Background: an optimization exercise with open tools, aiming at a short achievable clock period and few clock cycles. Do not read the settings as production practice. Where RTL was checked, it was by simulation tests only, not by an equivalence proof against the original. Function not checked in runs 1, 3 and 4: the RTL went through the layout flow alone. No activity file was given, so power comes from the tool's default toggle rates.

--- flow/run.sh ---
#!/bin/bash
# synth_recipe.tcl (not shown) runs the flow's synth.tcl, then flattens the netlist and writes it again
# the make line also repeats each setting of config.mk as NAME=value (left out here)
make -C /OpenROAD-flow-scripts/flow DESIGN_CONFIG=/design/flow/config.mk WORK_HOME=/design/flow/orfs CLKGATE_MAP_FILE= SYNTH_SCRIPT=/design/flow/synth_recipe.tcl finish
--- flow/config.mk ---
export PLATFORM = sky130hd
export DESIGN_NAME = armCore
export DESIGN_NICKNAME = armCore
export VERILOG_FILES = /design/flow/design.v
export SDC_FILE = /design/flow/constraint.sdc
export NUM_CORES = 4
export LEC_CHECK = 0
export CAP_MARGIN = 40
export CORE_MARGIN = 2
export CORE_UTILIZATION = 40
export SETUP_SLACK_MARGIN = 3.5
export SLEW_MARGIN = 40
--- flow/constraint.sdc ---
create_clock -name core_clock -period 6.0 [get_ports {CLK}]
set_input_delay 1.2000 -clock core_clock [delete_from_list [all_inputs] [get_ports {CLK}]]
set_output_delay 1.2000 -clock core_clock [all_outputs]
set_load 0.01 [all_outputs]
--- flow/design.v ---
`default_nettype none
package armIsaPkg;
    typedef logic [3:0] regIdxT;
    typedef enum logic [3:0] {
        EQ = 4'b0000,
        NE = 4'b0001,
        CS = 4'b0010,
        CC = 4'b0011,
        MI = 4'b0100,
        PL = 4'b0101,
        VS = 4'b0110,
        VC = 4'b0111,
        HI = 4'b1000,
        LS = 4'b1001,
        GE = 4'b1010,
        LT = 4'b1011,
        GT = 4'b1100,
        LE = 4'b1101,
        AL = 4'b1110
    } condT;
    typedef enum logic [3:0] {
        dpAnd = 4'b0000,
        dpSub = 4'b0010,
        dpAdd = 4'b0100,
        dpCmp = 4'b1010,
        dpOrr = 4'b1100
    } dpOpT;
    typedef enum logic [1:0] {
        classDp     = 2'b00,
        classMem    = 2'b01,
        classBranch = 2'b10
    } instrClassT;
    localparam regIdxT pcRegIdx = 4'd15;
endpackage
`default_nettype wire
`default_nettype none
package armPipePkg;
    typedef logic [31:0] wordT;
    typedef enum logic [1:0] {
        aluAdd = 2'b00,
        aluSub = 2'b01,
        aluAnd = 2'b10,
        aluOr  = 2'b11
    } aluCtrlT;
    typedef enum logic [1:0] {
        fwdReg = 2'b00,
        fwdWb  = 2'b01,
        fwdMem = 2'b10
    } fwdSelT;
    typedef logic [3:0] flagsT;
    localparam wordT resetPc = 32'h0000_0000;
    localparam wordT pcStep = 32'd4;
endpackage
`default_nettype wire
`timescale 1ns/1ps
`default_nettype none
module armDecoder (
    input  wire armPipePkg::wordT    instr,
    output logic                     isMem,
    output logic                     isLoad,
    output logic                     isStore,
    output logic                     isBranch,
    output logic                     aluWrite,    
    output logic                     loadWrite,   
    output logic                     flagWrite,
    output logic                     isArith,     
    output logic                     isSub,       
    output logic                     isLogic,
    output logic                     isAnd,
    output logic                     useImm,
    output logic                     useRn,
    output logic                     useRm,
    output logic                     useRd,       
    output armIsaPkg::regIdxT        rn,
    output armIsaPkg::regIdxT        rm,
    output armIsaPkg::regIdxT        rd,
    output armPipePkg::wordT         imm
);
    logic [3:0] op;
    logic okOp, isDp;
    assign op = instr[24:21];
    assign rn = instr[19:16];
    assign rm = instr[3:0];
    assign rd = instr[15:12];
    assign okOp = (op == armIsaPkg::dpAnd) || (op == armIsaPkg::dpSub) || (op == armIsaPkg::dpAdd)
               || (op == armIsaPkg::dpCmp) || (op == armIsaPkg::dpOrr);
    assign isDp = (instr[27:26] == armIsaPkg::classDp) && okOp;
    assign isMem = (instr[27:26] == armIsaPkg::classMem);
    assign isBranch = (instr[27:26] == armIsaPkg::classBranch);
    assign isLoad = isMem && instr[20];
    assign isStore = isMem && !instr[20];
    assign aluWrite = isDp && op != armIsaPkg::dpCmp && rd != armIsaPkg::pcRegIdx;
    assign loadWrite = isLoad && rd != armIsaPkg::pcRegIdx;
    assign flagWrite = isDp && (instr[20] || op == armIsaPkg::dpCmp);
    assign isSub = isMem ? !instr[23] : (op == armIsaPkg::dpSub || op == armIsaPkg::dpCmp);
    assign isArith = op == armIsaPkg::dpSub || op == armIsaPkg::dpCmp || op == armIsaPkg::dpAdd;
    assign isLogic = !isMem && (op == armIsaPkg::dpAnd || op == armIsaPkg::dpOrr);
    assign isAnd = op == armIsaPkg::dpAnd;
    assign useImm = isMem || instr[25];
    assign useRn = isDp || isMem;
    assign useRm = isDp && !instr[25];
    assign useRd = isStore;
    assign imm = isMem ? {20'b0, instr[11:0]} : {24'b0, instr[7:0]};
endmodule
`default_nettype wire
`timescale 1ns/1ps
`default_nettype none
module armRegFile (
    input  wire                      CLK,
    input  wire                      weA,
    input  wire armIsaPkg::regIdxT   waA,
    input  wire armPipePkg::wordT    wdA,
    input  wire                      weB,
    input  wire armIsaPkg::regIdxT   waB,
    input  wire armPipePkg::wordT    wdB,
    input  wire [14:0]               sel1,
    input  wire                      pc1,        
    input  wire                      hitA1,      
    input  wire                      hitB1,      
    input  wire [14:0]               sel2,
    input  wire                      pc2,
    input  wire                      hitA2,
    input  wire                      hitB2,
    input  wire armPipePkg::wordT    pcPlus8,
    output armPipePkg::wordT         rd1,
    output armPipePkg::wordT         rd2
);
    armPipePkg::wordT regs [0:14];
    armPipePkg::wordT q1, q2;
    for (genvar r = 0; r < 15; r++) begin : gReg
        always_ff @(posedge CLK) begin
            if (weB && waB == r) begin
                regs[r] <= wdB;
            end else if (weA && waA == r) begin
                regs[r] <= wdA;
            end
        end
    end
    always_comb begin
        q1 = '0;
        q2 = '0;
        for (int r = 0; r < 15; r++) begin
            q1 = q1 | ({32{sel1[r]}} & regs[r]);
            q2 = q2 | ({32{sel2[r]}} & regs[r]);
        end
    end
    assign rd1 = pc1 ? pcPlus8 : hitB1 ? wdB : hitA1 ? wdA : q1;
    assign rd2 = pc2 ? pcPlus8 : hitB2 ? wdB : hitA2 ? wdA : q2;
endmodule
`default_nettype wire
`timescale 1ns/1ps
`default_nettype none
module armAdder #(parameter int W = 32) (
    input  wire [W-1:0]  a,
    input  wire [W-1:0]  b,
    input  wire          cin,
    output logic [W-1:0] sum,
    output logic         cout
);
    localparam int N = W + 1;
    localparam int L = (N > 32) ? 6 : (N > 16) ? 5 : (N > 8) ? 4 : 3;
    logic [N-1:0] g [0:L];
    logic [N-1:0] p [0:L];
    logic [N-1:0] ae, be;
    logic [W-1:0] x;
    assign x = a ^ b;
    assign ae = {a, cin};
    assign be = {b, cin};
    assign p[0] = {x, 1'b0};
    assign g[0] = {a & b, cin};
    assign g[1][0] = g[0][0];
    assign p[1][0] = p[0][0];
    for (genvar i = 1; i < N; i++) begin : gFirst
        assign g[1][i] = g[0][i] | ((p[0][i] & ae[i - 1]) & be[i - 1]);
        assign p[1][i] = p[0][i] & p[0][i - 1];
    end
    for (genvar l = 2; l <= L; l++) begin : gLevel
        for (genvar i = 0; i < N; i++) begin : gBit
            if (i >= (1 << (l - 1))) begin : gMerge
                assign g[l][i] = g[l - 1][i] | (p[l - 1][i] & g[l - 1][i - (1 << (l - 1))]);
                assign p[l][i] = p[l - 1][i] & p[l - 1][i - (1 << (l - 1))];
            end else begin : gPass
                assign g[l][i] = g[l - 1][i];
                assign p[l][i] = p[l - 1][i];
            end
        end
    end
    assign sum = x ^ g[L][W-1:0];
    assign cout = g[L][W];
endmodule
module armInc #(parameter int W = 30) (
    input  wire [W-1:0]  x,
    output logic [W-1:0] y
);
    localparam int L = (W > 32) ? 6 : (W > 16) ? 5 : (W > 8) ? 4 : 3;
    logic [W-1:0] p [0:L];
    assign p[0] = x;
    for (genvar l = 1; l <= L; l++) begin : gLevel
        for (genvar i = 0; i < W; i++) begin : gBit
            if (i >= (1 << (l - 1))) begin : gMerge
                assign p[l][i] = p[l - 1][i] & p[l - 1][i - (1 << (l - 1))];
            end else begin : gPass
                assign p[l][i] = p[l - 1][i];
            end
        end
    end
    assign y = x ^ {p[L][W-2:0], 1'b1};
endmodule
module armExecute (
    input  wire armPipePkg::wordT      srcA,
    input  wire armPipePkg::wordT      srcB,
    input  wire                        isSub,
    input  wire                        isLogic,
    input  wire                        isAnd,
    input  wire armIsaPkg::condT       cond,
    input  wire                        n,
    input  wire                        z,
    input  wire                        cFlag,
    input  wire                        vFlag,
    output armPipePkg::wordT           sum,
    output armPipePkg::wordT           result,
    output logic                       cOut,
    output logic                       vOut,
    output logic                       condPass
);
    armPipePkg::wordT logicRes;
    armAdder #(.W(32)) adder (.a(srcA), .b(srcB), .cin(isSub), .sum(sum), .cout(cOut));
    assign logicRes = isAnd ? (srcA & srcB) : (srcA | srcB);
    assign result = isLogic ? logicRes : sum;
    assign vOut = ~(srcA[31] ^ srcB[31]) & (srcA[31] ^ sum[31]);
    always_comb begin
        case (cond)
            armIsaPkg::EQ: condPass = z;
            armIsaPkg::NE: condPass = ~z;
            armIsaPkg::CS: condPass = cFlag;
            armIsaPkg::CC: condPass = ~cFlag;
            armIsaPkg::MI: condPass = n;
            armIsaPkg::PL: condPass = ~n;
            armIsaPkg::VS: condPass = vFlag;
            armIsaPkg::VC: condPass = ~vFlag;
            armIsaPkg::HI: condPass = cFlag & ~z;
            armIsaPkg::LS: condPass = ~cFlag | z;
            armIsaPkg::GE: condPass = (n == vFlag);
            armIsaPkg::LT: condPass = (n != vFlag);
            armIsaPkg::GT: condPass = ~z & (n == vFlag);
            armIsaPkg::LE: condPass = z | (n != vFlag);
            armIsaPkg::AL: condPass = 1'b1;
            default:       condPass = 1'b0;
        endcase
    end
endmodule
`default_nettype wire
`timescale 1ns/1ps
`default_nettype none
module armHazard (
    input  wire                      validD,
    input  wire armIsaPkg::regIdxT   rnD,
    input  wire armIsaPkg::regIdxT   rmD,
    input  wire armIsaPkg::regIdxT   rdD,
    input  wire                      useRnD,
    input  wire                      useRmD,
    input  wire                      useRdD,
    input  wire                      writeD,       
    input  wire                      loadE,
    input  wire armIsaPkg::regIdxT   wa3E,
    input  wire                      loadQ,
    input  wire armIsaPkg::regIdxT   waQ,
    input  wire                      cacheReady,
    output logic                     stall
);
    logic hazE, hazQ;
    assign hazE = loadE && ((useRnD && rnD == wa3E) || (useRmD && rmD == wa3E)
                         || (writeD && rdD == wa3E));
    assign hazQ = loadQ && ((useRnD && rnD == waQ) || (useRmD && rmD == waQ)
                         || (useRdD && rdD == waQ) || (writeD && rdD == waQ));
    assign stall = validD && (hazE || (hazQ && !cacheReady));
endmodule
`default_nettype wire
`timescale 1ns/1ps
`default_nettype none
module armCore (
    input  wire                      CLK,
    input  wire                      Reset,
    input  wire armPipePkg::wordT    instr,
    input  wire armPipePkg::wordT    readData,
    input  wire                      cacheReady,
    output armPipePkg::wordT         pc,
    output armPipePkg::wordT         aluResult,
    output armPipePkg::wordT         writeData,
    output logic                     cpuValid,
    output logic                     cpuOp
);
    logic [29:0] pcW, base;
    logic baseOk, predF;
    logic [29:0] offF, tgtF, pcW1, pcW3, base1, pcW2F, pcW4F;
    logic storeF;
    armIsaPkg::regIdxT ra2F;
    logic [14:0] sel1F, sel2F;
    logic validD, predD;
    armPipePkg::wordT instrD;
    logic [29:0] pcD, pcD2, pcD4, altD, alt2D, tgtD, tgt2D;
    logic [14:0] sel1D, sel2D;
    logic pc1D, pc2D;
    logic isMemD, isLoadD, isStoreD, isBranchD, aluWriteD, loadWriteD, flagWriteD;
    logic isArithD, isSubD, isLogicD, isAndD, useImmD, useRnD, useRmD, useRdD;
    armIsaPkg::regIdxT rnD, rmD, rdD, ra2D;
    armPipePkg::wordT immD, rd1D, rd2D, bD;
    logic hazStall;
    logic validE, predE, isMemE, isLoadE, isBranchE, aluWriteE, loadWriteE, flagWriteE;
    logic isArithE, isSubE, isLogicE, isAndE;
    armIsaPkg::condT condE;
    armIsaPkg::regIdxT wa3E;
    armPipePkg::wordT aE, bE, sE;
    logic [29:0] altE, alt2E;
    logic selAM, selBM, selSM, selSL;
    armPipePkg::wordT srcA, srcB, storeData, sumE, resultE;
    logic cOut, vOut, condPass;
    logic regWriteM, flagSetM, arithM, cM, vM;
    armIsaPkg::regIdxT wa3M;
    armPipePkg::wordT aluResM;
    armPipePkg::wordT zSaved;
    logic cSaved, vSaved;
    logic nFlag, zFlag, cFlag, vFlag;
    armPipePkg::wordT memAddr, memData;
    logic memWe;
    armIsaPkg::regIdxT memWa;
    logic memBusy, loadDone;
    logic stallE, stallD, redirect, writeE;
    assign memBusy = cpuValid & ~cacheReady;
    assign loadDone = cpuValid & cpuOp & memWe & cacheReady;
    assign stallE = validE & isMemE & memBusy;
    assign stallD = stallE | hazStall;
    assign writeE = validE & aluWriteE & condPass;
    assign redirect = validE & isBranchE & (condPass ^ predE);
    assign pc = {pcW, 2'b00};
    assign predF = baseOk && instr[27:26] == armIsaPkg::classBranch && instr[31:28] != 4'hF
                && (instr[31:28] == armIsaPkg::AL || instr[23]);
    assign offF = {{6{instr[23]}}, instr[23:0]};
    armAdder #(.W(30)) tgtAdd (.a(base), .b(offF), .cin(1'b0), .sum(tgtF), .cout());
    armInc #(.W(30)) pcInc (.x(pcW), .y(pcW1));
    armInc #(.W(30)) baseInc (.x(base), .y(base1));
    assign pcW2F = pcW + 30'd2;
    assign pcW3 = pcW + 30'd3;
    assign pcW4F = pcW + 30'd4;
    always_ff @(posedge CLK or posedge Reset) begin
        if (Reset) begin
            pcW <= 30'd0;
            base <= 30'd2;
            baseOk <= 1'b1;
        end else if (redirect) begin
            pcW <= altE;
            base <= alt2E;
            baseOk <= 1'b1;
        end else if (!stallD) begin
            if (predF) begin
                pcW <= tgtF;
                baseOk <= 1'b0;
            end else begin
                pcW <= pcW1;
                base <= baseOk ? base1 : pcW3;
                baseOk <= 1'b1;
            end
        end
    end
    assign storeF = instr[27:26] == armIsaPkg::classMem && !instr[20];
    assign ra2F = storeF ? instr[15:12] : instr[3:0];
    for (genvar r = 0; r < 15; r++) begin : gSel
        assign sel1F[r] = instr[19:16] == r;
        assign sel2F[r] = ra2F == r;
    end
    always_ff @(posedge CLK or posedge Reset) begin
        if (Reset) begin
            validD <= 1'b0;
        end else if (redirect) begin
            validD <= 1'b0;
        end else if (!stallD) begin
            validD <= 1'b1;
        end
    end
    always_ff @(posedge CLK) begin
        if (!stallD) begin
            instrD <= instr;
            predD <= predF;
            pcD <= pcW;
            pcD2 <= pcW2F;
            pcD4 <= pcW4F;
            sel1D <= sel1F;
            sel2D <= sel2F;
            pc1D <= instr[19:16] == armIsaPkg::pcRegIdx;
            pc2D <= ra2F == armIsaPkg::pcRegIdx;
        end
    end
    armDecoder decoder (
        .instr(instrD), .isMem(isMemD), .isLoad(isLoadD), .isStore(isStoreD),
        .isBranch(isBranchD), .aluWrite(aluWriteD), .loadWrite(loadWriteD), .flagWrite(flagWriteD),
        .isArith(isArithD), .isSub(isSubD), .isLogic(isLogicD), .isAnd(isAndD),
        .useImm(useImmD), .useRn(useRnD), .useRm(useRmD), .useRd(useRdD),
        .rn(rnD), .rm(rmD), .rd(rdD), .imm(immD)
    );
    assign ra2D = isStoreD ? rdD : rmD;
    armRegFile regFile (
        .CLK(CLK),
        .weA(regWriteM), .waA(wa3M), .wdA(aluResM),
        .weB(loadDone), .waB(memWa), .wdB(readData),
        .sel1(sel1D), .pc1(pc1D),
        .hitA1(regWriteM & wa3M == rnD), .hitB1(cpuValid & cpuOp & memWe & memWa == rnD),
        .sel2(sel2D), .pc2(pc2D),
        .hitA2(regWriteM & wa3M == ra2D), .hitB2(cpuValid & cpuOp & memWe & memWa == ra2D),
        .pcPlus8({pcD2, 2'b00}),
        .rd1(rd1D), .rd2(rd2D)
    );
    armHazard hazard (
        .validD(validD), .rnD(rnD), .rmD(rmD), .rdD(rdD),
        .useRnD(useRnD), .useRmD(useRmD), .useRdD(useRdD), .writeD(aluWriteD | loadWriteD),
        .loadE(validE & loadWriteE), .wa3E(wa3E),
        .loadQ(cpuValid & cpuOp & memWe), .waQ(memWa), .cacheReady(cacheReady),
        .stall(hazStall)
    );
    assign bD = (useImmD ? immD : rd2D) ^ {32{isSubD}};
    armAdder #(.W(30)) altAdd (.a(pcD2), .b({{6{instrD[23]}}, instrD[23:0]}), .cin(1'b0),
        .sum(tgtD), .cout());
    armAdder #(.W(30)) alt2Add (.a(pcD4), .b({{6{instrD[23]}}, instrD[23:0]}), .cin(1'b0),
        .sum(tgt2D), .cout());
    assign altD = predD ? pcD + 30'd1 : tgtD;
    assign alt2D = predD ? pcD + 30'd3 : tgt2D;
    always_ff @(posedge CLK or posedge Reset) begin
        if (Reset) begin
            validE <= 1'b0;
        end else if (redirect) begin
            validE <= 1'b0;
        end else if (!stallE) begin
            validE <= validD & ~hazStall;
        end
    end
    always_ff @(posedge CLK) begin
        if (stallE) begin
            aE <= srcA;
            bE <= srcB;
            selAM <= 1'b0;
            selBM <= 1'b0;
            if (!selSL) begin
                sE <= storeData;
                selSM <= 1'b0;
            end
        end else begin
            predE <= predD;
            isMemE <= isMemD;
            isLoadE <= isLoadD;
            isBranchE <= isBranchD;
            aluWriteE <= aluWriteD;
            loadWriteE <= loadWriteD;
            flagWriteE <= flagWriteD;
            isArithE <= isArithD;
            isSubE <= isSubD;
            isLogicE <= isLogicD;
            isAndE <= isAndD;
            condE <= armIsaPkg::condT'(instrD[31:28]);
            wa3E <= rdD;
            aE <= rd1D;
            bE <= bD;
            sE <= rd2D;
            altE <= altD;
            alt2E <= alt2D;
            selAM <= useRnD & writeE & rnD == wa3E;
            selBM <= useRmD & writeE & rmD == wa3E;
            selSM <= useRdD & writeE & rdD == wa3E;
            selSL <= useRdD & validE & loadWriteE & condPass & rdD == wa3E;
        end
    end
    assign srcA = selAM ? aluResM : aE;
    assign srcB = selBM ? (aluResM ^ {32{isSubE}}) : bE;
    assign storeData = selSM ? aluResM : selSL ? readData : sE;
    armExecute execute (
        .srcA(srcA), .srcB(srcB), .isSub(isSubE), .isLogic(isLogicE), .isAnd(isAndE),
        .cond(condE), .n(nFlag), .z(zFlag), .cFlag(cFlag), .vFlag(vFlag),
        .sum(sumE), .result(resultE), .cOut(cOut), .vOut(vOut), .condPass(condPass)
    );
    assign nFlag = flagSetM ? aluResM[31] : zSaved[31];
    assign zFlag = flagSetM ? (aluResM == '0) : (zSaved == '0);
    assign cFlag = (flagSetM & arithM) ? cM : cSaved;
    assign vFlag = (flagSetM & arithM) ? vM : vSaved;
    always_ff @(posedge CLK or posedge Reset) begin
        if (Reset) begin
            zSaved <= 32'd1;
            cSaved <= 1'b0;
            vSaved <= 1'b0;
        end else if (flagSetM) begin
            zSaved <= aluResM;
            if (arithM) begin
                cSaved <= cM;
                vSaved <= vM;
            end
        end
    end
    always_ff @(posedge CLK or posedge Reset) begin
        if (Reset) begin
            regWriteM <= 1'b0;
            flagSetM <= 1'b0;
        end else begin
            regWriteM <= writeE;
            flagSetM <= validE & flagWriteE & condPass;
        end
    end
    always_ff @(posedge CLK) begin
        aluResM <= resultE;
        wa3M <= wa3E;
        arithM <= isArithE;
        cM <= cOut;
        vM <= vOut;
    end
    always_ff @(posedge CLK or posedge Reset) begin
        if (Reset) begin
            cpuValid <= 1'b0;
        end else if (!memBusy) begin
            cpuValid <= validE & isMemE & condPass;
        end
    end
    always_ff @(posedge CLK) begin
        if (!memBusy) begin
            cpuOp <= isLoadE;
            memAddr <= sumE;
            memData <= storeData;
            memWe <= loadWriteE;
            memWa <= wa3E;
        end
    end
    assign aluResult = memAddr;
    assign writeData = memData;
endmodule
`default_nettype wire
==> impl_summary.log, run 1 <==
INFO  metric drc = 0
INFO  metric number_of_enable_flip_flop_cells_after_synthesis = a little over 800
INFO  metric first_pass_iters = 7
INFO  metric setup_repair_after_global_routing_missed_its_margin = true
INFO  metric syn_to_final_growth = 31.01%
INFO  metric layout_commonest_cell = edfxtp_1
INFO  metric yosys_most_used_dff = edfxtp_1
INFO  metric routedWlPerCell = about 32 µm
INFO  metric 1st_iter_drt_viols = ~9000
INFO  metric critical_path.endpoint_type = flop
INFO  metric count_of_final_hold_check_violations = 0
INFO  metric timing.max_slew.rel_slack = between 30% and 40%
INFO  metric setup.reg_to_reg.worst_slack = between 2 and 2.5 ns
INFO  metric yosysWarningCount = 12
INFO  metric crit_required = between 6 and 7 ns
INFO  metric cp-start-kind = flop
INFO  metric rows = ~140
INFO  metric tritoncts_num_sinks = just over 1000
INFO  metric die_area = 154300 µm²
INFO  metric grt_use_met3 = 9.853%
INFO  metric setup-violations-final = 0
INFO  metric area_of_the_mapped_netlist = 60450 µm²
INFO  metric largest_net_degree_at_the_start_of_global_routing = about 110
INFO  metric root_buffer = clkbuf_16
INFO  metric layout.nets = around 6400
INFO  metric die-height = roughly 390 µm
INFO  metric min-delay-path-class = flop to flop
INFO  metric yosys_register_bits = ~1000
INFO  metric global_route.peak_usage_layer = met2
INFO  metric largest_fanout_on_the_critical_path = 6
INFO  metric capture_instance_of_the_worst_register_to_register_path = aluResM[30]$_DFF_P_
INFO  metric cts_made_buffers = between 100 and 150
INFO  metric hpwlAfterDp = about 160000 µm
INFO  metric globalplace.congestion = 0.9583
INFO  metric grt_antenna_before_repair = 15
INFO  metric worst-setup-path-type = flop to flop
INFO  metric vdd_ir_drop_max = ~0.00030 V
INFO  metric reg2reg_from = selAM$_SDFF_PP0_
INFO  metric report.final.slew_viol_count = 0
INFO  metric fin_crit_sh = between 50% and 60%
INFO  metric status = finished clean
INFO  metric ios = between 150 and 200
INFO  metric post_cts_hold_buffer_count = 0
INFO  metric post_drt_via_cell_ratio = 6.606
INFO  metric async_reset_ff_share = under 10%
INFO  metric timing.clock.skew = just over 0.07 ns
INFO  metric holdPathEnd = arithM$_DFF_P_
INFO  metric finalSetupTns = 0 ns
INFO  metric gr_met2_demand_resource = roughly half
INFO  metric leading_cell_types_in_the_layout_fill_and_taps_excluded = edfxtp_1 (814), mux2_2 (444), nand2_1 (430), buf_4 (392), nor2_1 (324)
INFO  metric grt_pass1_wl = about 370000 µm
INFO  metric cts.clk_slew.worst_paths = 0.06 ns
INFO  metric ant_nets = 0
INFO  metric tritoncts = done
INFO  metric worstRegToRegCells = 14
INFO  metric numPortBuffers = between 150 and 200
INFO  metric chipWidth = approximately 400 µm
INFO  metric max_cap_viol_count = 0
INFO  metric first_global_vias = approximately 50000
INFO  metric crit_arrival = 4.23 ns
INFO  metric layout-drive-gt1-share = 36.77%
INFO  metric synthesis.instances = roughly 5700
INFO  metric worstHoldPathCells = 0
INFO  metric seq_area_frac_synth = 48.06%
INFO  metric worstMarginPinSlew = roughly 0.98 ns
INFO  metric placed_area = 64910 µm²
INFO  metric grt-ovfl-total = 0
INFO  metric launch_point_of_the_worst_hold_path = isArithE$_DFFE_PN_
INFO  metric route.vias.total = 54752
INFO  metric finalInstanceArea = ~79000 µm²
INFO  metric insertion_delay = roughly 0.8 ns
INFO  metric fmax = 0.2804 GHz
INFO  metric ctsHtreeMaxLevel = 3
INFO  metric final_period_minus_worst_setup_slack = 3.566 ns
INFO  metric power.density = 463.3 nW/µm²
INFO  metric design.core.area = 150000 µm²
INFO  metric global_route.usage.total = between 30% and 40%
INFO  metric effective_utilization_at_floorplan = approximately 40%
INFO  metric cts_max_path_buffers = 3
INFO  metric ys_types = 102
INFO  metric post_synth.cell_area_avg = between 10 and 15 µm²
INFO  metric static_leakage = between 0.02 and 0.03 µW
INFO  metric grt_use_met1 = about two fifths
INFO  metric postRouteWirelength = ~270000 µm
report_power, final:
group	switching, µW	total (µW)	internal, µW
clock	3240	7430	4200
sequential	1630	11800	10100
combinational	9760	17500	7730
total	14600	36700	22100
through the flow:
step | power [µW] | worst slack [ns] | hold slack (ns) | cells | util [%]
6_report | 36690 | 2.434 | 0.3458 | 8288 | 52.82
5_1_grt | 37970 | 2.357 | 0.3483 | 8278 | 52.80
3_3_place_gp | 24620 | 1.308 | 0.3252 | 7510 | 43.11
4_1_cts | 34490 | 2.502 | 0.3436 | 8143 | 50.55
3_5_place_dp | 24850 | 1.400 | 0.3294 | 7524 | 43.29
2_1_floorplan | 20130 | 2.297 | 0.3233 | 5698 | -
layer usage:
layer,wire length (µm),up-vias,part of all wire [%]
li1,-,22462,-
met2,116500,4397,43
met1,96010,26794,36
met3,35530,1089,13
met4,20360,10,7.6
met5,66,-,0.025
worst max-delay path: stages, from the launching register on:
cell,delay [ns]
dfxtp_4,0.43
buf_4,0.14
mux2i_2,0.30
inv_1,0.13
ha_1,0.33
a211oi_1,0.22
o21ai_0,0.11
o211ai_1,0.16
o211ai_1,0.20
a21o_1,0.27
o21ai_4,0.27
o31ai_4,0.11
a221oi_2,0.35
xnor2_1,0.16
mux2_2,0.28
worst max-delay path by stage:
stage	from	slack [ns]	end	cells past startpoint
6_report	selAM$_SDFF_PP0_	2.43	aluResM[30]$_DFF_P_	14
5_1_grt	selAM$_SDFF_PP0_	2.36	aluResM[30]$_DFF_P_	14
4_1_cts	isSubE$_DFFE_PN_	2.50	aluResM[30]$_DFF_P_	13
3_5_place_dp	instr[16]	1.40	pcW[24]$_DFFE_PP0P_	11
3_3_place_gp	instr[16]	1.31	pcW[24]$_DFFE_PP0P_	11
2_1_floorplan	cacheReady	2.30	regFile.regs[2][0]$_DFFE_PP_	6
layout make-up:
cell class	count	area, µm²
Timing Repair Buffer	837	9135
Clock buffer	139	3029
Multi-Input combinational cell	4070	34020
Tap cell	2016	2522
Sequential cell	1019	29120
Antenna cell	12	30.03
Inverter	118	455.4
Clock inverter	77	882.1
Fill cell	12752	70750
state kept, by name, summed over array words and instances, names as in the netlist, 30 cells and up:
name          cells
regFile.regs    480
zSaved           32
pcD              30
pcW              30
memData          32
sE               32
aE               32
base             30
memAddr          32
aluResM          32
instrD           32
bE               32
altE             30
repair_timing:
action,in CTS,in global routing
pin swaps,234,168
gates cloned,60,13
hold endpoints to repair,0,0
gates resized for setup,1152,478
setup buffers,343,120
setup endpoints to repair,1646,856
cell usage after synthesis, types with 125 or more instances:
cell type | number | area share, %
a21oi_1 | 234 | 1.9
nor2_1 | 423 | 2.6
edfxtp_1 | 814 | 40
clkbuf_1 | 411 | 2.6
xnor2_1 | 232 | 3.4
ha_1 | 158 | 3.3
nand2_1 | 473 | 2.9
nand3_1 | 197 | 1.6
a22oi_1 | 273 | 3.4
mux2_2 | 530 | 9.9
xor2_1 | 125 | 1.8
o21ai_0 | 298 | 2.5
cell families (layout without fill, tap and decap cells):
logic type | Yosys count | in the layout | synth area share [%]
compound gates | 1469 | 1475 | 16.81
xor+xnor | 357 | 357 | 5.172
fa+ha+maj | 159 | 159 | 3.303
buf+inv | 625 | 1171 | 4.214
flops | 1019 | 1019 | 48.06
mux | 645 | 645 | 11.82
other cells | 1 | 14 | 0.006203
simple gates | 1422 | 1432 | 10.62
==> inputs of run 2 (changes only) <==
--- a/flow/design.v
+++ b/flow/design.v
@@ -163,16 +163,7 @@
     logic [N-1:0] p [0:L];
-    logic [N-1:0] ae, be;
     logic [W-1:0] x;
     assign x = a ^ b;
-    assign ae = {a, cin};
-    assign be = {b, cin};
     assign p[0] = {x, 1'b0};
     assign g[0] = {a & b, cin};
-    assign g[1][0] = g[0][0];
-    assign p[1][0] = p[0][0];
-    for (genvar i = 1; i < N; i++) begin : gFirst
-        assign g[1][i] = g[0][i] | ((p[0][i] & ae[i - 1]) & be[i - 1]);
-        assign p[1][i] = p[0][i] & p[0][i - 1];
-    end
-    for (genvar l = 2; l <= L; l++) begin : gLevel
+    for (genvar l = 1; l <= L; l++) begin : gLevel
         for (genvar i = 0; i < N; i++) begin : gBit
@@ -300,3 +291,3 @@
     armPipePkg::wordT instrD;
-    logic [29:0] pcD, pcD2, pcD4, altD, alt2D, tgtD, tgt2D;
+    logic [29:0] pcD, pcD2, pcD4, altD, alt2D;
     logic [14:0] sel1D, sel2D;
@@ -419,8 +410,4 @@
     assign bD = (useImmD ? immD : rd2D) ^ {32{isSubD}};
-    armAdder #(.W(30)) altAdd (.a(pcD2), .b({{6{instrD[23]}}, instrD[23:0]}), .cin(1'b0),
-        .sum(tgtD), .cout());
-    armAdder #(.W(30)) alt2Add (.a(pcD4), .b({{6{instrD[23]}}, instrD[23:0]}), .cin(1'b0),
-        .sum(tgt2D), .cout());
-    assign altD = predD ? pcD + 30'd1 : tgtD;
-    assign alt2D = predD ? pcD + 30'd3 : tgt2D;
+    assign altD = predD ? pcD + 30'd1 : pcD2 + {{6{instrD[23]}}, instrD[23:0]};
+    assign alt2D = predD ? pcD + 30'd3 : pcD4 + {{6{instrD[23]}}, instrD[23:0]};
     always_ff @(posedge CLK or posedge Reset) begin
--- a/flow/config.mk
+++ b/flow/config.mk
@@ -7,3 +7,3 @@
 export LEC_CHECK = 0
-export CAP_MARGIN = 40
+export CAP_MARGIN = 20
 export CORE_MARGIN = 2
@@ -11,2 +11,2 @@
 export SETUP_SLACK_MARGIN = 3.5
-export SLEW_MARGIN = 40
+export SLEW_MARGIN = 20
==> impl_summary.log, run 2 <==
INFO  metric seq_area_frac_synth = 48.30%
INFO  metric global_route.usage.total = approximately a third
INFO  metric die_area = ~150000 µm²
INFO  metric numPortBuffers = 162
INFO  metric ios = 165
INFO  metric grt-ovfl-total = 0
INFO  metric yosys_register_bits = ~1000
INFO  metric route.vias.total = between 50000 and 60000
INFO  metric layout_commonest_cell = edfxtp_1
INFO  metric layout_setup_ws = 2.440 ns
INFO  metric ys_types = 82
INFO  metric tritoncts_num_sinks = ~1000
INFO  metric first_global_vias = between 50000 and 60000
INFO  metric cts.clk_slew.worst_paths = 0.06 ns
INFO  metric syn_to_final_growth = 30.79%
INFO  metric chipWidth = approximately 390 µm
INFO  metric largest_fanout_on_the_critical_path = 6
INFO  metric crit_arrival = ~4.2 ns
INFO  metric globalplace.congestion = 0.9488
INFO  metric design.core.area = around 150000 µm²
INFO  metric drc = 0
INFO  metric rows = ~140
INFO  metric grt_pass1_wl = 371700 µm
INFO  metric post_cts_hold_buffer_count = 0
INFO  metric yosys-top-cells-count = edfxtp_1 (814), mux2_2 (561), nand2_1 (421)
INFO  metric async_reset_ff_share = around a tenth
INFO  metric netlist_top_cells_area = edfxtp_1 (41%), mux2_2 (11%), dfrtp_1 (4.0%)
INFO  metric critical_path.endpoint_type = flop
INFO  metric synthMostInstantiatedCell = edfxtp_1
INFO  metric insertion_delay = around 0.77 ns
INFO  metric setup_repair_after_global_routing_missed_its_margin = true
INFO  metric post_drt_via_cell_ratio = approximately 6.6
INFO  metric grt_use_met1 = around 43%
INFO  metric max_cap_viol_count = 0
INFO  metric post_synth.cell_area_avg = 10.69 µm²
INFO  metric die-height = 391.8 µm
INFO  metric worst-setup-path-type = flop to flop
INFO  metric first_pass_iters = 10
INFO  metric tritoncts = done
INFO  metric grt_use_met3 = around 9%
INFO  metric area_of_the_mapped_netlist = 60140 µm²
INFO  metric finalSetupTns = 0 ns
INFO  metric layout-drive-gt1-share = 34.77%
INFO  metric number_of_enable_flip_flop_cells_after_synthesis = between 800 and 900
INFO  metric power.density = between 400 and 500 nW/µm²
INFO  metric status = finished clean
INFO  metric grt_antenna_before_repair = 20
INFO  metric fmax = about 0.28 GHz
INFO  metric largest_net_degree_at_the_start_of_global_routing = 79
INFO  metric cts_made_buffers = approximately 120
INFO  metric min-delay-path-class = flop to flop
INFO  metric layout.nets = 6353
INFO  metric cp-start-kind = flop
INFO  metric yosys_most_used_dff = edfxtp_1
INFO  metric routedWlPerCell = 33.15 µm
INFO  metric fin_crit_sh = 59.33%
INFO  metric gr_met2_demand_resource = around 51%
INFO  metric timing.clock.skew = 0.06079 ns
INFO  metric 1st_iter_drt_viols = 9999
INFO  metric n_fill_cell = 12830
INFO  metric yosysTopAreaCell = edfxtp_1
INFO  metric post-synth-top-area-fraction = 40.64%
INFO  metric global_route.peak_usage_layer = met2
INFO  metric report.final.slew_viol_count = 0
INFO  metric setup-violations-final = 0
INFO  metric postRouteWirelength = about 270000 µm
INFO  metric root_buffer = clkbuf_16
INFO  metric leading_cell_types_in_the_layout_fill_and_taps_excluded = edfxtp_1 (814), mux2_2 (504), nand2_1 (386), buf_4 (364), nor2_1 (337)
INFO  metric timing.max_slew.rel_slack = approximately a quarter
INFO  metric effective_utilization_at_floorplan = between 40% and 50%
INFO  metric largest_register_ffs = between 400 and 500
INFO  metric final_period_minus_worst_setup_slack = around 3.6 ns
INFO  metric ant_nets = 0
INFO  metric hpwlAfterDp = roughly 160000 µm
INFO  metric ctsHtreeMaxLevel = 3
INFO  metric cts_max_path_buffers = 3
INFO  metric place_ws = ~1.4 ns
INFO  metric vdd_ir_drop_max = about 0.0003 V
INFO  metric static_leakage = 0.02934 µW
INFO  metric regMostFlops = regFile.regs
INFO  metric synthesis.instances = roughly 5600
INFO  metric worstMarginPinSlew = ~1.1 ns
INFO  metric yosysWarningCount = 12
INFO  metric crit_required = between 6 and 7 ns
INFO  metric count_of_final_hold_check_violations = 0
-- run 2: cell families after synthesis --
group / count (synthesis) / share of synthesized area (%)
AO/OA/AOI/OAI: 1446 / 16.36
AND/OR/NAND/NOR: 1363 / 10.49
flip-flops: 1019 / 48.30
multiplexers: 674 / 12.38
buffers and inverters: 613 / 3.953
XOR/XNOR: 349 / 5.082
adder cells (fa/ha/maj): 162 / 3.420
other: 1 / 0.006235
-- run 2: what timing repair did --
item	CTS	global route
gates resized for setup	1195	409
pin swaps	226	201
buffers inserted	353	119
cloned	65	15
endpoints found under the setup margin	1644	1051
-- run 2: stage by stage --
step	std cells	power [µW]	utilization [%]	instance area (µm²)	hold WS, ns
finish	8247	36600	52.58	78660	0.3436
global route	8236	37800	52.56	78640	0.3461
CTS	8102	34720	50.62	75720	0.3466
detailed placement	7471	24680	43.14	64540	0.3335
global placement	7465	24480	43.04	64390	0.3256
floorplan	5628	19910	-	61090	0.3233
-- run 2: final timing paths --
path,startpoint,endpoint,slack (ns),cells after the start
worst min-delay path,isArithE$_DFFE_PN_,arithM$_DFF_P_,0.34,0
worst min register to register,isArithE$_DFFE_PN_,arithM$_DFF_P_,0.34,0
worst max register to register,isSubE$_DFFE_PN_,vM$_DFF_P_,2.44,17
max in group asynchronous,Reset,cpuValid$_DFFE_PP0N_,4.20,3
min in group asynchronous,Reset,pcW[17]$_DFFE_PP0P_,1.08,3
worst max-delay path,isSubE$_DFFE_PN_,vM$_DFF_P_,2.44,17
-- run 2: layout make-up --
class / instances / area (µm²) / share of cell area (%)
timing repair buffer: 841 / 9641 / 12.26
antenna: 11 / 27.53 / 0.03499
sequential: 1019 / 29140 / 37.04
clock inverter: 52 / 579.3 / 0.7364
inverter: 134 / 529.3 / 0.6728
tap: 2016 / 2522 / 3.207
multi-input combinational: 4013 / 32950 / 41.88
clock buffer: 161 / 3282 / 4.172
-- run 2: where the power goes --
| part | total (µW) | switching, µW | internal (µW) |
|---|---|---|---|
| registers | 11800 | 1710 | 10100 |
| clock network | 7370 | 3200 | 4170 |
| logic | 17400 | 9450 | 7940 |
| total | 36600 | 14400 | 22200 |
-- run 2: metal layers --
| layer | vias to the layer above | wire length, µm | share of wire (%) |
|---|---|---|---|
| met2 | 4359 | 117900 | 43 |
| met3 | 1084 | 35530 | 13 |
| met5 | - | 93 | 0.034 |
| met4 | 14 | 20950 | 7.7 |
| li1 | 22246 | - | - |
| met1 | 26712 | 98910 | 36 |
-- run 2: critical path, stage by stage (launching register included) --
cell       delay (ns)
edfxtp_1         0.49
buf_8            0.20
xnor2_2          0.11
nand2_1          0.08
o21ai_2          0.09
inv_2            0.07
fa_2             0.35
a21oi_2          0.19
o2111ai_2        0.16
a21oi_2          0.23
o21ai_2          0.12
a211o_4          0.37
a211oi_4         0.23
o21ai_2          0.11
a221oi_2         0.32
buf_4            0.17
xnor2_1          0.10
nor2_1           0.06
Testbench counts of run 2, summed over its fixed seeds: cycles 24,621.
==> inputs of run 3 (changes only) <==
--- a/flow/design.v
+++ b/flow/design.v
@@ -160,3 +160,3 @@
     localparam int N = W + 1;
-    localparam int L = (N > 32) ? 6 : (N > 16) ? 5 : (N > 8) ? 4 : 3;
+    localparam int L = $clog2(N);
     logic [N-1:0] g [0:L];
@@ -185,3 +185,3 @@
 );
-    localparam int L = (W > 32) ? 6 : (W > 16) ? 5 : (W > 8) ? 4 : 3;
+    localparam int L = $clog2(W);
     logic [W-1:0] p [0:L];
==> impl_summary.log, run 3 <==
INFO  metric status = finished clean
INFO  metric netlist_top_cells_area = edfxtp_1 (41%), mux2_2 (11%), dfrtp_1 (4.0%)
INFO  metric net-switching-power = 14370 µW
INFO  metric tritoncts_num_sinks = 1019
INFO  metric chipWidth = 391.8 µm
INFO  metric layout-drive-gt1-share = a little over a third
INFO  metric yosys_register_bits = 1019
INFO  metric yosys-top-cells-count = edfxtp_1 (814), mux2_2 (561), nand2_1 (421)
INFO  metric yosysTopAreaCell = edfxtp_1
INFO  metric yosys_most_used_dff = edfxtp_1
INFO  metric hpwlAfterDp = ~160000 µm
INFO  metric timing.max_slew.rel_slack = 24.45%
INFO  metric n_fill_cell = around 13000
INFO  metric min-delay-path-class = flop to flop
INFO  metric drc = 0
INFO  metric fmax = 0.2809 GHz
INFO  metric rows = between 100 and 150
INFO  metric place_ws = roughly 1.4 ns
INFO  metric launch_point_of_the_worst_hold_path = isArithE$_DFFE_PN_
INFO  metric ys_types = between 80 and 90
INFO  metric count_of_final_hold_check_violations = 0
INFO  metric post_synth.cell_area_avg = approximately 11 µm²
INFO  metric routedWlPerCell = between 30 and 40 µm
INFO  metric reg2reg_from = isSubE$_DFFE_PN_
INFO  metric postRouteWirelength = 273400 µm
INFO  metric yosysWarningCount = 12
INFO  metric post-synth-top-area-fraction = approximately two fifths
INFO  metric largest_register_ffs = 480
INFO  metric power.sequential.fraction = about 32%
INFO  metric comb_power_share = about 48%
INFO  metric cts.clk_slew.worst_paths = 0.06 ns
INFO  metric synthesis.instances = between 5000 and 6000
INFO  metric grt-ovfl-total = 0
INFO  metric largest_fanout_on_the_critical_path = 6
INFO  metric max_cap_viol_count = 0
INFO  metric layout.nets = 6353
INFO  metric globalplace.congestion = 0.9488
INFO  metric largest_net_degree_at_the_start_of_global_routing = a little under 80
INFO  metric grt_antenna_before_repair = 20
INFO  metric ant_nets = 0
INFO  metric grt_pass1_wl = approximately 370000 µm
INFO  metric async_reset_ff_share = around a tenth
INFO  metric crit_required = 6.65 ns
INFO  metric fin_crit_sh = approximately 60%
INFO  metric number_of_enable_flip_flop_cells_after_synthesis = slightly above 800
INFO  metric leading_cell_types_in_the_layout_fill_and_taps_excluded = edfxtp_1 (814), mux2_2 (504), nand2_1 (386), buf_4 (364), nor2_1 (337)
INFO  metric setup-violations-final = 0
INFO  metric layout_commonest_cell = edfxtp_1
INFO  metric report.final.slew_viol_count = 0
INFO  metric post_cts_hold_buffer_count = 0
INFO  metric crit_arrival = 4.21 ns
INFO  metric tritoncts = done
INFO  metric effective_utilization_at_floorplan = about two fifths
INFO  metric power.share.clock = roughly 20%
INFO  metric cts_made_buffers = between 100 and 150
INFO  metric layout_setup_ws = around 2.4 ns
INFO  metric post_drt_via_cell_ratio = approximately 6.6
INFO  metric regMostFlops = regFile.regs
INFO  metric die-height = 391.8 µm
INFO  metric worstMarginPinSlew = roughly 1.1 ns
INFO  metric first_pass_iters = 10
INFO  metric 1st_iter_drt_viols = 9999
INFO  metric static_leakage = 0.02934 µW
INFO  metric timing.clock.skew = between 0.06 and 0.07 ns
INFO  metric cts_max_path_buffers = 3
INFO  metric vdd_ir_drop_max = 0.0003031 V
INFO  metric p_int = between 20000 and 25000 µW
INFO  metric root_buffer = clkbuf_16
INFO  metric worst-setup-path-type = flop to flop
INFO  metric first_global_vias = a little over 50000
INFO  metric power.share.switching = 39.27%
INFO  metric ctsHtreeMaxLevel = 3
INFO  metric critical_path.endpoint_type = flop
INFO  metric design.core.area = approximately 150000 µm²
INFO  metric synthMostInstantiatedCell = edfxtp_1
INFO  metric route.vias.total = approximately 54000
INFO  metric numPortBuffers = 162
INFO  metric power.density = ~470 nW/µm²
INFO  metric global_route.usage.total = 33.67%
INFO  metric setup_repair_after_global_routing_missed_its_margin = true
INFO  metric syn_to_final_growth = 30.79%
INFO  metric insertion_delay = around 0.77 ns
INFO  metric ios = between 150 and 200
INFO  metric area_of_the_mapped_netlist = roughly 60000 µm²
INFO  metric cp-start-kind = flop
INFO  metric finalSetupTns = 0 ns
INFO  metric die_area = 153500 µm²
INFO  metric seq_area_frac_synth = 48.30%
INFO  metric final_period_minus_worst_setup_slack = ~3.6 ns
INFO  metric first_element_of_the_critical_path = isSubE$_DFFE_PN_
==> run 3: cell counts after synthesis <==
Identical to the previous run, type by type.
==> run 3: power groups by stage <==
stage / combinational, µW / sequential [µW] / clock, µW
after floorplan: 8840 / 11100 / 0
final: 17400 / 11800 / 7370
after detailed placement: 12500 / 12100 / 0
after global placement: 12300 / 12100 / 0
after CTS: 15600 / 11700 / 7360
after global routing: 18300 / 11900 / 7600
==> run 3: worst paths after layout <==
kind,to,slack [ns],depth (start not counted)
worst max register to register,vM$_DFF_P_,2.44,17
worst min-delay path,arithM$_DFF_P_,0.34,0
max in group asynchronous,cpuValid$_DFFE_PP0N_,4.20,3
min in group asynchronous,pcW[17]$_DFFE_PP0P_,1.08,3
worst min register to register,arithM$_DFF_P_,0.34,0
worst max-delay path,vM$_DFF_P_,2.44,17
==> run 3: timing repair <==
item | 4_1_cts | 5_1_grt
setup buffers | 353 | 119
endpoints found under the setup margin | 1644 | 1051
pin swaps | 226 | 201
cloned | 65 | 15
gates resized for setup | 1195 | 409
endpoints found under the hold margin | 0 | 0
==> run 3: layout make-up <==
cell class / count / area (µm²) / area share (%)
multi-input combinational: 4013 / 32950 / 41.88
sequential: 1019 / 29140 / 37.04
timing repair buffer: 841 / 9641 / 12.26
clock buffer: 161 / 3282 / 4.172
tap: 2016 / 2522 / 3.207
clock inverter: 52 / 579.3 / 0.7364
inverter: 134 / 529.3 / 0.6728
antenna: 11 / 27.53 / 0.03499
==> run 3: layer usage <==
layer	GRT usage, %	part of all wire [%]	routed length [µm]	vias to the layer above
met2	51.16	43	117900	4359
met5	0	0.034	93	-
met1	43.08	36	98910	26712
li1	-	-	-	22246
met3	8.896	13	35530	1084
met4	19.77	7.7	20950	14
==> run 3: logic make-up (layout without fill, tap and decap cells) <==
logic type               count (synthesis)  after routing  synth area share [%]
AND/OR/NAND/NOR                       1363           1375                 10.49
multiplexers                           674            674                 12.38
buffers and inverters                  613           1188                 3.953
adder cells (fa/ha/maj)                162            162                 3.420
AO/OA/AOI/OAI                         1446           1451                 16.36
flip-flops                            1019           1019                 48.30
XOR/XNOR                               349            349                 5.082
other                                    1             13              0.006235
==> run 3: critical path, cell delays in order (launching register included) <==
cell	delay [ns]
edfxtp_1	0.49
buf_8	0.20
xnor2_2	0.11
nand2_1	0.08
o21ai_2	0.09
inv_2	0.07
fa_2	0.35
a21oi_2	0.19
o2111ai_2	0.16
a21oi_2	0.23
o21ai_2	0.12
a211o_4	0.37
a211oi_4	0.23
o21ai_2	0.11
a221oi_2	0.32
buf_4	0.17
xnor2_1	0.10
nor2_1	0.06
==> run 3: per-stage QoR <==
stage,util (%),instances,hold WS (ns),area (µm²),power (µW)
after floorplan,-,5628,0.3233,61090,19910
after global placement,43.04,7465,0.3256,64390,24480
after detailed placement,43.14,7471,0.3335,64540,24680
after CTS,50.62,8102,0.3466,75720,34720
after global routing,52.56,8236,0.3461,78640,37800
final,52.58,8247,0.3436,78660,36600
==> inputs of run 4 (changes only) <==
--- a/flow/design.v
+++ b/flow/design.v
@@ -160,3 +160,3 @@
     localparam int N = W + 1;
-    localparam int L = $clog2(N);
+    localparam int L = (N > 32) ? 6 : (N > 16) ? 5 : (N > 8) ? 4 : 3;
     logic [N-1:0] g [0:L];
@@ -185,3 +185,3 @@
 );
-    localparam int L = $clog2(W);
+    localparam int L = (W > 32) ? 6 : (W > 16) ? 5 : (W > 8) ? 4 : 3;
     logic [W-1:0] p [0:L];
@@ -200,3 +200,3 @@
 module armExecute (
-    input  wire armPipePkg::wordT      srcA,
+    input  wire armPipePkg::wordT      srcA,      
     input  wire armPipePkg::wordT      srcB,
@@ -210,4 +210,5 @@
     input  wire                        vFlag,
-    output armPipePkg::wordT           sum,
     output armPipePkg::wordT           result,
+    output logic                       nOut,
+    output logic                       zOut,
     output logic                       cOut,
@@ -216,7 +217,27 @@
 );
-    armPipePkg::wordT logicRes;
-    armAdder #(.W(32)) adder (.a(srcA), .b(srcB), .cin(isSub), .sum(sum), .cout(cOut));
+    armPipePkg::wordT sum, logicRes, x, g;
+    logic carry, zArith, zLogic;
+    armAdder #(.W(32)) adder (.a(srcA), .b(srcB), .cin(1'b0), .sum(sum), .cout(carry));
     assign logicRes = isAnd ? (srcA & srcB) : (srcA | srcB);
-    assign result = isLogic ? logicRes : sum;
+    assign result = isLogic ? logicRes : (sum ^ {32{isSub}});
+    assign nOut = result[31];
+    assign cOut = carry ^ isSub;
     assign vOut = ~(srcA[31] ^ srcB[31]) & (srcA[31] ^ sum[31]);
+    assign x = srcA ^ srcB;
+    assign g = srcA & srcB;
+    always_comb begin
+        if (isSub) begin
+            zArith = x[0];
+            for (int i = 0; i < 31; i++) begin
+                zArith = zArith & (x[i + 1] ^ (~x[i] & g[i]));
+            end
+        end else begin
+            zArith = ~x[0];
+            for (int i = 0; i < 31; i++) begin
+                zArith = zArith & ~(x[i + 1] ^ (x[i] | g[i]));
+            end
+        end
+    end
+    assign zLogic = (logicRes == '0);
+    assign zOut = isLogic ? zLogic : zArith;
     always_comb begin
@@ -259,5 +280,7 @@
     input  wire                      cacheReady,
+    input  wire                      loadQ1,
+    input  wire armIsaPkg::regIdxT   waQ1,
     output logic                     stall
 );
-    logic hazE, hazQ;
+    logic hazE, hazQ, hazQ1;
     assign hazE = loadE && ((useRnD && rnD == wa3E) || (useRmD && rmD == wa3E)
@@ -266,3 +289,5 @@
                          || (useRdD && rdD == waQ) || (writeD && rdD == waQ));
-    assign stall = validD && (hazE || (hazQ && !cacheReady));
+    assign hazQ1 = loadQ1 && ((useRnD && rnD == waQ1) || (useRmD && rmD == waQ1)
+                           || (useRdD && rdD == waQ1) || (writeD && rdD == waQ1));
+    assign stall = validD && (hazE || hazQ1 || (hazQ && !cacheReady));
 endmodule
@@ -306,14 +331,16 @@
     logic selAM, selBM, selSM, selSL;
-    armPipePkg::wordT srcA, srcB, storeData, sumE, resultE;
-    logic cOut, vOut, condPass;
-    logic regWriteM, flagSetM, arithM, cM, vM;
+    armPipePkg::wordT srcA, srcB, storeData, resultE;
+    logic nOut, zOut, cOut, vOut, condPass;
+    logic regWriteM, flagSetM, arithM, zM, cM, vM;
     armIsaPkg::regIdxT wa3M;
     armPipePkg::wordT aluResM;
-    armPipePkg::wordT zSaved;
-    logic cSaved, vSaved;
+    logic nSaved, zSaved, cSaved, vSaved;
     logic nFlag, zFlag, cFlag, vFlag;
-    armPipePkg::wordT memAddr, memData;
-    logic memWe;
-    armIsaPkg::regIdxT memWa;
-    logic memBusy, loadDone;
+    logic memWe, q1Valid, q1Op, q1We;
+    armIsaPkg::regIdxT memWa, q1Wa;
+    logic headA, headB;
+    logic [1:0] slotFromLoad;
+    armPipePkg::wordT slotAddr [0:1];
+    armPipePkg::wordT slotData [0:1];
+    logic memBusy, loadDone, memIssue;
     logic stallE, stallD, redirect, writeE;
@@ -321,3 +348,4 @@
     assign loadDone = cpuValid & cpuOp & memWe & cacheReady;
-    assign stallE = validE & isMemE & memBusy;
+    assign stallE = validE & isMemE & memBusy & q1Valid;
+    assign memIssue = validE & isMemE & condPass & ~stallE;
     assign stallD = stallE | hazStall;
@@ -407,5 +435,6 @@
         .loadQ(cpuValid & cpuOp & memWe), .waQ(memWa), .cacheReady(cacheReady),
+        .loadQ1(q1Valid & q1Op & q1We), .waQ1(q1Wa),
         .stall(hazStall)
     );
-    assign bD = (useImmD ? immD : rd2D) ^ {32{isSubD}};
+    assign bD = useImmD ? immD : rd2D;
     assign altD = predD ? pcD + 30'd1 : pcD2 + {{6{instrD[23]}}, instrD[23:0]};
@@ -445,3 +474,3 @@
             wa3E <= rdD;
-            aE <= rd1D;
+            aE <= rd1D ^ {32{isSubD}};
             bE <= bD;
@@ -456,4 +485,4 @@
     end
-    assign srcA = selAM ? aluResM : aE;
-    assign srcB = selBM ? (aluResM ^ {32{isSubE}}) : bE;
+    assign srcA = selAM ? (aluResM ^ {32{isSubE}}) : aE;
+    assign srcB = selBM ? aluResM : bE;
     assign storeData = selSM ? aluResM : selSL ? readData : sE;
@@ -462,6 +491,7 @@
         .cond(condE), .n(nFlag), .z(zFlag), .cFlag(cFlag), .vFlag(vFlag),
-        .sum(sumE), .result(resultE), .cOut(cOut), .vOut(vOut), .condPass(condPass)
+        .result(resultE), .nOut(nOut), .zOut(zOut), .cOut(cOut), .vOut(vOut),
+        .condPass(condPass)
     );
-    assign nFlag = flagSetM ? aluResM[31] : zSaved[31];
-    assign zFlag = flagSetM ? (aluResM == '0) : (zSaved == '0);
+    assign nFlag = flagSetM ? aluResM[31] : nSaved;
+    assign zFlag = flagSetM ? zM : zSaved;
     assign cFlag = (flagSetM & arithM) ? cM : cSaved;
@@ -470,3 +500,4 @@
         if (Reset) begin
-            zSaved <= 32'd1;
+            nSaved <= 1'b0;
+            zSaved <= 1'b0;
             cSaved <= 1'b0;
@@ -474,3 +505,4 @@
         end else if (flagSetM) begin
-            zSaved <= aluResM;
+            nSaved <= aluResM[31];
+            zSaved <= zM;
             if (arithM) begin
@@ -494,2 +526,3 @@
         arithM <= isArithE;
+        zM <= zOut;
         cM <= cOut;
@@ -500,4 +533,8 @@
             cpuValid <= 1'b0;
+            q1Valid <= 1'b0;
         end else if (!memBusy) begin
-            cpuValid <= validE & isMemE & condPass;
+            cpuValid <= q1Valid | memIssue;
+            q1Valid <= q1Valid & memIssue;
+        end else if (!q1Valid) begin
+            q1Valid <= memIssue;
         end
@@ -506,11 +543,38 @@
         if (!memBusy) begin
-            cpuOp <= isLoadE;
-            memAddr <= sumE;
-            memData <= storeData;
-            memWe <= loadWriteE;
-            memWa <= wa3E;
+            cpuOp <= q1Valid ? q1Op : isLoadE;
+            memWe <= q1Valid ? q1We : loadWriteE;
+            memWa <= q1Valid ? q1Wa : wa3E;
+        end
+        if (memBusy ? !q1Valid : q1Valid) begin
+            q1Op <= isLoadE;
+            q1We <= loadWriteE;
+            q1Wa <= wa3E;
+        end
+    end
+    always_ff @(posedge CLK or posedge Reset) begin
+        if (Reset) begin
+            headA <= 1'b1;
+            headB <= 1'b0;
+        end else if (cpuValid && cacheReady && q1Valid) begin
+            headA <= ~headA;
+            headB <= ~headB;
+        end
+    end
+    assign aluResult = ({32{headA}} & slotAddr[0]) | ({32{headB}} & slotAddr[1]);
+    assign writeData = ({32{headA}} & slotData[0]) | ({32{headB}} & slotData[1]);
+    for (genvar q = 0; q < 2; q++) begin : gSlot
+        logic isHead, fill;
+        assign isHead = (q == 0) ? headA : headB;
+        assign fill = isHead ? !memBusy : (memBusy && !q1Valid);
+        always_ff @(posedge CLK) begin
+            if (fill) begin
+                slotAddr[q] <= resultE;
+                slotData[q] <= storeData;
+                slotFromLoad[q] <= selSL & (memBusy | q1Valid);
+            end else if (slotFromLoad[q] && cpuValid && cacheReady) begin
+                slotData[q] <= readData;
+                slotFromLoad[q] <= 1'b0;
+            end
         end
     end
-    assign aluResult = memAddr;
-    assign writeData = memData;
 endmodule
--- a/flow/config.mk
+++ b/flow/config.mk
@@ -7,3 +7,5 @@
 export LEC_CHECK = 0
-export CAP_MARGIN = 20
+export CAP_MARGIN = 40
+export CELL_PAD_IN_SITES_DETAIL_PLACEMENT = 1
+export CELL_PAD_IN_SITES_GLOBAL_PLACEMENT = 2
 export CORE_MARGIN = 2
@@ -11,2 +13,2 @@
 export SETUP_SLACK_MARGIN = 3.5
-export SLEW_MARGIN = 20
+export SLEW_MARGIN = 40
==> impl_summary.log, run 4 <==
INFO  metric layout_setup_ws = approximately 2.3 ns
INFO  metric synthesis.instances = ~5800
INFO  metric async_reset_ff_share = under 10%
INFO  metric cp-start-kind = flop
INFO  metric drc = 0
INFO  metric insertion_delay = between 0.8 and 0.9 ns
INFO  metric yosysTopAreaCell = edfxtp_1
INFO  metric leading_cell_types_in_the_layout_fill_and_taps_excluded = edfxtp_1 (886), mux2_4 (434), buf_4 (397), nand2_1 (354), nor2_1 (300)
INFO  metric cts_made_buffers = 135
INFO  metric ys_types = just over 90
INFO  metric gr_met2_demand_resource = between 60 and 70%
INFO  metric effective_utilization_at_floorplan = roughly 40%
INFO  metric grt-ovfl-total = 0
INFO  metric fin_crit_sh = 62.12%
INFO  metric layout-drive-gt1-share = 37.39%
INFO  metric post-synth-top-area-fraction = between 40% and 50%
INFO  metric synthMostInstantiatedCell = edfxtp_1
INFO  metric post_drt_via_cell_ratio = roughly 6.5
INFO  metric worst-setup-path-type = flop to flop
INFO  metric vdd_ir_drop_max = 0.0003160 V
INFO  metric largest_register_ffs = 480
INFO  metric cts.clk_slew.worst_paths = about 0.050 ns
INFO  metric yosysWarningCount = 14
INFO  metric area_of_the_mapped_netlist = 63850 µm²
INFO  metric first_element_of_the_critical_path = isSubE$_DFFE_PN_
INFO  metric syn_to_final_growth = 37.06%
INFO  metric whs = 0.3470 ns
INFO  metric static_leakage = 0.03309 µW
INFO  metric ant_nets = 0
INFO  metric launch_point_of_the_worst_hold_path = isArithE$_DFFE_PN_
INFO  metric finalSetupTns = 0 ns
INFO  metric global_route.usage.total = around two fifths
INFO  metric die_area = approximately 160000 µm²
INFO  metric route.vias.total = approximately 56000
INFO  metric report.final.slew_viol_count = 0
INFO  metric post_synth.cell_area_avg = ~11 µm²
INFO  metric die-height = 403.5 µm
INFO  metric min-delay-path-class = flop to flop
INFO  metric layout.nets = 6744
INFO  metric number_of_enable_flip_flop_cells_after_synthesis = slightly below 900
INFO  metric 1st_iter_drt_viols = approximately 6700
INFO  metric fmax = 0.2683 GHz
INFO  metric layout_commonest_cell = edfxtp_1
INFO  metric final_period_minus_worst_setup_slack = ~3.7 ns
INFO  metric yosys-top-cells-count = edfxtp_1 (886), mux2_2 (506), clkbuf_1 (436)
INFO  metric seq_area_frac_synth = 47.86%
INFO  metric grt_use_met3 = 8.561%
INFO  metric count_of_final_hold_check_violations = 0
INFO  metric first_global_vias = between 50000 and 60000
INFO  metric grt_antenna_before_repair = 10
INFO  metric reg2reg_from = isSubE$_DFFE_PN_
INFO  metric timing.clock.skew = around 0.032 ns
INFO  metric yosys_register_bits = 1065
INFO  metric post_cts_hold_buffer_count = 0
INFO  metric setup_repair_after_global_routing_missed_its_margin = true
INFO  metric hpwlAfterDp = 197400 µm
INFO  metric critical_path.endpoint_type = flop
INFO  metric max_cap_viol_count = 0
INFO  metric place_ws = between 1 and 1.5 ns
INFO  metric postRouteWirelength = roughly 330000 µm
INFO  metric chipWidth = ~400 µm
INFO  metric largest_fanout_on_the_critical_path = 6
INFO  metric global_route.peak_usage_layer = met2
INFO  metric tritoncts = done
INFO  metric status = finished clean
INFO  metric netlist_top_cells_area = edfxtp_1 (42%), mux2_2 (8.9%), mux2i_1 (3.9%)
INFO  metric regMostFlops = regFile.regs
INFO  metric ctsHtreeMaxLevel = 4
INFO  metric tritoncts_num_sinks = 1065
INFO  metric grt_use_met1 = between 40% and 50%
INFO  metric final_util = a little under three fifths
INFO  metric crit_arrival = approximately 4.5 ns
INFO  metric setup-violations-final = 0
INFO  metric yosys_most_used_dff = edfxtp_1
INFO  metric largest_net_degree_at_the_start_of_global_routing = approximately 120
INFO  metric numPortBuffers = 162
INFO  metric largestRegisters = regFile.regs: 480 flops, slotAddr: 64 flops, slotData: 64 flops
INFO  metric globalplace.congestion = roughly 0.90
INFO  metric grt_pass1_wl = roughly 450000 µm
INFO  metric timing.max_slew.rel_slack = between 30% and 40%
INFO  metric ios = 165
INFO  metric cts_max_path_buffers = 3
INFO  metric worstMarginPinSlew = 0.9301 ns
INFO  metric rows = roughly 150
INFO  metric design.core.area = 158400 µm²
INFO  metric first_pass_iters = 10
INFO  metric power.density = 406.4 nW/µm²
INFO  metric routedWlPerCell = 38.62 µm
INFO  metric root_buffer = clkbuf_16
INFO  metric crit_required = around 6.7 ns
==> run 4: changes by cell type after synthesis, sizes merged, moves of 40 or more <==
cell | before | now
nand4 | 76 | 116
a22o | 79 | 133
nand3 | 141 | 87
nor2 | 407 | 338
mux2i | 113 | 248
a21o | 105 | 41
xnor2 | 202 | 268
edfxtp | 814 | 886
mux2 | 561 | 506
==> run 4: worst max-delay path, cell delays in order (launching register included) <==
cell	delay (ns)
edfxtp_1	0.41
buf_12	0.17
buf_6	0.13
xnor2_2	0.13
nand2_2	0.09
o21ai_4	0.09
inv_2	0.09
ha_4	0.18
fa_2	0.40
a31oi_4	0.17
o21ai_4	0.10
o2111ai_4	0.32
a2111oi_4	0.14
o2111ai_2	0.21
a41o_2	0.29
nor3_4	0.07
buf_4	0.14
or3_1	0.39
a21oi_2	0.15
==> run 4: power breakdown <==
part / total [µW] / internal, µW / leakage, µW / switching, µW
sequential: 11900 / 10100 / 0.0102 / 1820
clock: 8330 / 4780 / 0.00216 / 3550
combinational: 15400 / 7200 / 0.0207 / 8160
total: 35600 / 22000 / 0.0331 / 13500
==> run 4: path summary, 6_finish.rpt <==
| path | slack [ns] | cells after the start | end |
|---|---|---|---|
| max | 2.27 | 18 | vM$_DFF_P_ |
| min | 0.35 | 0 | arithM$_DFF_P_ |
| max reg2reg | 2.27 | 18 | vM$_DFF_P_ |
| min reg2reg | 0.35 | 0 | arithM$_DFF_P_ |
| max in group asynchronous | 4.00 | 3 | pcW[5]$_DFFE_PP0P_ |
| min in group asynchronous | 0.83 | 2 | base[26]$_DFFE_PP0P_ |
==> run 4: per-stage QoR <==
stage                     area, µm²  power, µW  cells
after floorplan               67460      19420   5837
after global placement        70210      23700   7727
after detailed placement      70490      23900   7749
after CTS                     83760      34300   8480
after global routing          87510      36760   8634
final                         87520      35570   8638
==> run 4: area by class of cell <==
class	instances	area [µm²]
antenna	5	12.51
clock inverter	77	799.5
inverter	167	676.9
multi-input combinational	4098	37320
sequential	1065	30650
timing repair buffer	976	11670
tap	2072	2592
timing repair inverter	11	200.2
fill	15763	70860
clock buffer	167	3602
==> run 4: timing repair <==
item	4_1_cts	5_1_grt
setup endpoints to repair	1870	1063
gates resized for setup	1332	507
pin swaps	268	293
gates cloned	65	18
buffers inserted	422	135
==> run 4: logic make-up (layout without fill, tap and decap cells) <==
| group | Yosys count | in the layout | share of synthesized area [%] |
|---|---|---|---|
| xor+xnor | 428 | 428 | 5.870 |
| other cells | 1 | 7 | 0.005873 |
| mux | 754 | 754 | 12.81 |
| buf+inv | 677 | 1398 | 4.080 |
| compound gates | 1420 | 1420 | 15.13 |
| simple gates | 1268 | 1271 | 9.492 |
| fa+ha+maj | 223 | 223 | 4.758 |
| flops | 1065 | 1065 | 47.86 |
==> run 4: metal layers <==
layer / routed length (µm) / vias up
li1: - / 23243
met1: 124400 / 28809
met2: 155200 / 3035
met3: 27100 / 1041
met4: 26800 / 12
met5: 122 / -

[what the ideal ports hide]
Ports are ideal in the flow. The routed layouts listed here were re-timed in OpenROAD. Step 1, drivers: a clkbuf_16 drives CLK and a buf_2 each remaining input, both assumed. Step 2 adds t to the input delays and takes it off the output delays; t is the mean of the earliest and latest rising clock arrival at the registers after step 1. Input paths then give back, and output paths get back, about the clock's delay inside the block. Three values: ideal, step 1, step 2; two values: the first two.
run | shift t [ns] | slack for setup (ns) | worst hold slack (ns) | clock arrival spread, ns | cell pins on the clock port's net
run 1 | 0.821 | 2.434 / 2.434 / 2.003 | 0.346 / 0.346 / 0.346 | 0.074 / 0.074 | 1
run 2 | 0.822 | 2.440 / 2.440 / 1.847 | 0.344 / 0.344 / 0.344 | 0.063 / 0.063 | 1
run 3 | 0.822 | 2.440 / 2.440 / 1.847 | 0.344 / 0.344 / 0.344 | 0.063 / 0.063 | 1
run 4 | 0.891 | 2.273 / 2.273 / 1.665 | 0.347 / 0.347 / 0.347 | 0.034 / 0.034 | 1
After both steps every run listed still meets setup and hold. The setup slack of run 4, which loses most, moves by 0.000 ns with the drivers and by -0.608 ns with both steps.
